This is an optimization exercise on Yosys and OpenROAD, whose aim is small area and a short achievable clock period, not a production implementation.
Only simulation tests tie the RTL to the original design; equivalence was not proved.

== v20 ==
==> flow/design.v (excerpt) <==
module md_unit (
  input  logic        clk,
  input  logic        reset,
  input  logic        start,
  input  logic [2:0]  op,
  input  logic [31:0] a,
  input  logic [31:0] b,
  input  logic        mthi,
  input  logic        mtlo,
  output logic        busy,
  output logic        done,
  output logic [31:0] hi,
  output logic [31:0] lo
);
Size: about 180 flip-flops, ~140 I/O pins, about 0.018 mm² of cells after synthesis.
Settings: LEC_CHECK=0, ABC_AREA=1, CAP_MARGIN=20, CORE_MARGIN=2, CORE_UTILIZATION=60, SLEW_MARGIN=20; clock period 80.0 ns.
standard.sh (not shown) runs the stock make flow with config.mk's settings and CLKGATE_MAP_FILE= SYNTH_SCRIPT=/design/flow/synth_recipe.tcl, a recipe that flattens the netlist after the stock synthesis.
==> flow/flow/run.sh <==
#!/bin/bash
# Standard ORFS layout (the standard.sh) with three changes to how it is built:
#  - port buffers start as the smallest buffer (repair resizes them where timing needs it);
#  - clock tree synthesis without dummy balancing loads, with the default clock buffers;
#  - timing repair aims for setup slack beyond zero at the design's clock period
#    (over-fixing only; the clock period and constraints are the design's).
# Each tool's output stays in ORFS's own per-step logs under orfs/logs; make's output is in
# standard.log.
set -euo pipefail
export SETUP_SLACK_MARGIN=62.7
export BUFFER_PORTS_ARGS="-buffer_cell sky130_fd_sc_hd__buf_1"
export CTS_ARGS="-sink_clustering_enable -repair_clock_nets -dont_use_dummy_load"
bash standard.sh > standard.log 2>&1
v20 finished every step from synthesis to the final layout, and the layout passed the timing, DRC and antenna checks.
For v32, these inputs were changed with respect to v20:
Settings: removing ABC_AREA (formerly 1); changing CORE_UTILIZATION from 60 to 40.
==> flow/flow/run.sh <==
#!/bin/bash
# Standard ORFS layout, with port buffers of a normal drive cell and timing repair that
# aims for setup slack beyond zero at the design's clock period (over-fixing only; the
# clock and constraints are unchanged).
set -euo pipefail
export SETUP_SLACK_MARGIN=${SETUP_SLACK_MARGIN_OVERRIDE:-63}
export BUFFER_PORTS_ARGS="-buffer_cell sky130_fd_sc_hd__buf_2"
bash standard.sh > standard.log 2>&1
## What came out
- v32 vs v20 — complex-gate fraction of the synthesized area rose 2.7 points.
- NOTE: met1 track demand over resource in v32 falls short of that of v20
What v16 does differently from v32 at the input level:
Settings: ABC_AREA now 1, previously not set.
==> flow/flow/run.sh <==
#!/bin/bash
# Standard ORFS layout (the standard.sh) with three changes to how it is built:
#  - port buffers start as the smallest buffer (repair resizes them where timing needs it);
#  - clock tree synthesis without dummy balancing loads, with the default clock buffers;
#  - timing repair aims for setup slack beyond zero at the design's clock period
#    (over-fixing only; the clock period and constraints are the design's).
# Each tool's output stays in ORFS's own per-step logs under orfs/logs; make's output is in
# standard.log.
set -euo pipefail
export SETUP_SLACK_MARGIN=62.7
export BUFFER_PORTS_ARGS="-buffer_cell sky130_fd_sc_hd__buf_1"
export CTS_ARGS="-sink_clustering_enable -repair_clock_nets -dont_use_dummy_load"
bash standard.sh > standard.log 2>&1
Results
v16: full flow OK, the timing, DRC and antenna checks passed
Going from v32 to v16, the share of the yosys chip area belonging to registers was found to have gone up by 0.79 points.
v16 vs v32 — synthesized cell count climbed by a few percent
v16 vs v32 on met1 layer wirelength in the final routing: v16 is the lower one.

---

Another version of the RTL of md_unit (not shown whole).
Size in the first run: ~180 flip-flops, about 0.018 sq mm of cells after synthesis.
clock: 80.0 ns
lec_check: 0
abc_area: 1
cap_margin: 10
core_margin: 2
core_utilization: 40
slew_margin: 10
==> flow/flow/run.sh <==
#!/bin/bash
# Standard ORFS layout (the standard.sh) with three changes to how it is built:
#  - port buffers start as the smallest buffer (repair resizes them where timing needs it);
#  - clock tree synthesis without dummy balancing loads, with the default clock buffers;
#  - timing repair aims for setup slack beyond zero at the design's clock period
#    (over-fixing only; the clock period and constraints are the design's).
# Each tool's output stays in ORFS's own per-step logs under orfs/logs; make's output is in
# standard.log.
set -euo pipefail
export SETUP_SLACK_MARGIN=62.85
export BUFFER_PORTS_ARGS="-buffer_cell sky130_fd_sc_hd__buf_1"
export CTS_ARGS="-sink_clustering_enable -repair_clock_nets -dont_use_dummy_load -buf_list sky130_fd_sc_hd__clkbuf_8 -root_buf sky130_fd_sc_hd__clkbuf_16 -sink_clustering_size 10"
bash standard.sh > standard.log 2>&1
Edit:
--- a/flow/flow/run.sh
+++ b/flow/flow/run.sh
@@ -8,5 +8,5 @@
 # standard.log.
 set -euo pipefail
-export SETUP_SLACK_MARGIN=62.85
+export SETUP_SLACK_MARGIN=63.1
 export BUFFER_PORTS_ARGS="-buffer_cell sky130_fd_sc_hd__buf_1"
 export CTS_ARGS="-sink_clustering_enable -repair_clock_nets -dont_use_dummy_load -buf_list sky130_fd_sc_hd__clkbuf_8 -root_buf sky130_fd_sc_hd__clkbuf_16 -sink_clustering_size 10"
Result: Critical path depth falls by 3; register-to-register slack gains 0.12 ns; die area is unchanged; flip-flop and latch count is unchanged.

## static timing again, ports no longer ideal
How much do the figures lean on ideal ports? The routed layouts below were timed once more, with nothing changed but the port constraints. Step 1, drivers: a clkbuf_16 drives clk and a buf_2 each remaining input, both assumed. Step 2 also shifts input and output timing later by t, the mid clock arrival at the registers, as if the neighbouring blocks saw the same clock. Slacks: no drivers / after step 1 / after step 2; pairs: no drivers / after step 1.
run	t, ns	slack for setup (ns)	worst setup path at the end	cell pins on the clock port's net
v20	0.515	62.756 / 62.703 / 62.498	input to register	1
v32	0.540	62.878 / 62.823 / 62.657	input to register	1
v16	0.547	62.813 / 62.754 / 62.516	input to register	1
the first run of note 2	0.476	62.857 / 62.824 / 62.414	input to register	1
the second run of note 2	0.472	62.926 / 62.869 / 62.791	input to register	1
After both steps setup and hold are still met in every run listed. For the first run of note 2, which loses most, drivers alone change the setup slack by -0.033 ns; drivers and shift together by -0.443 ns.
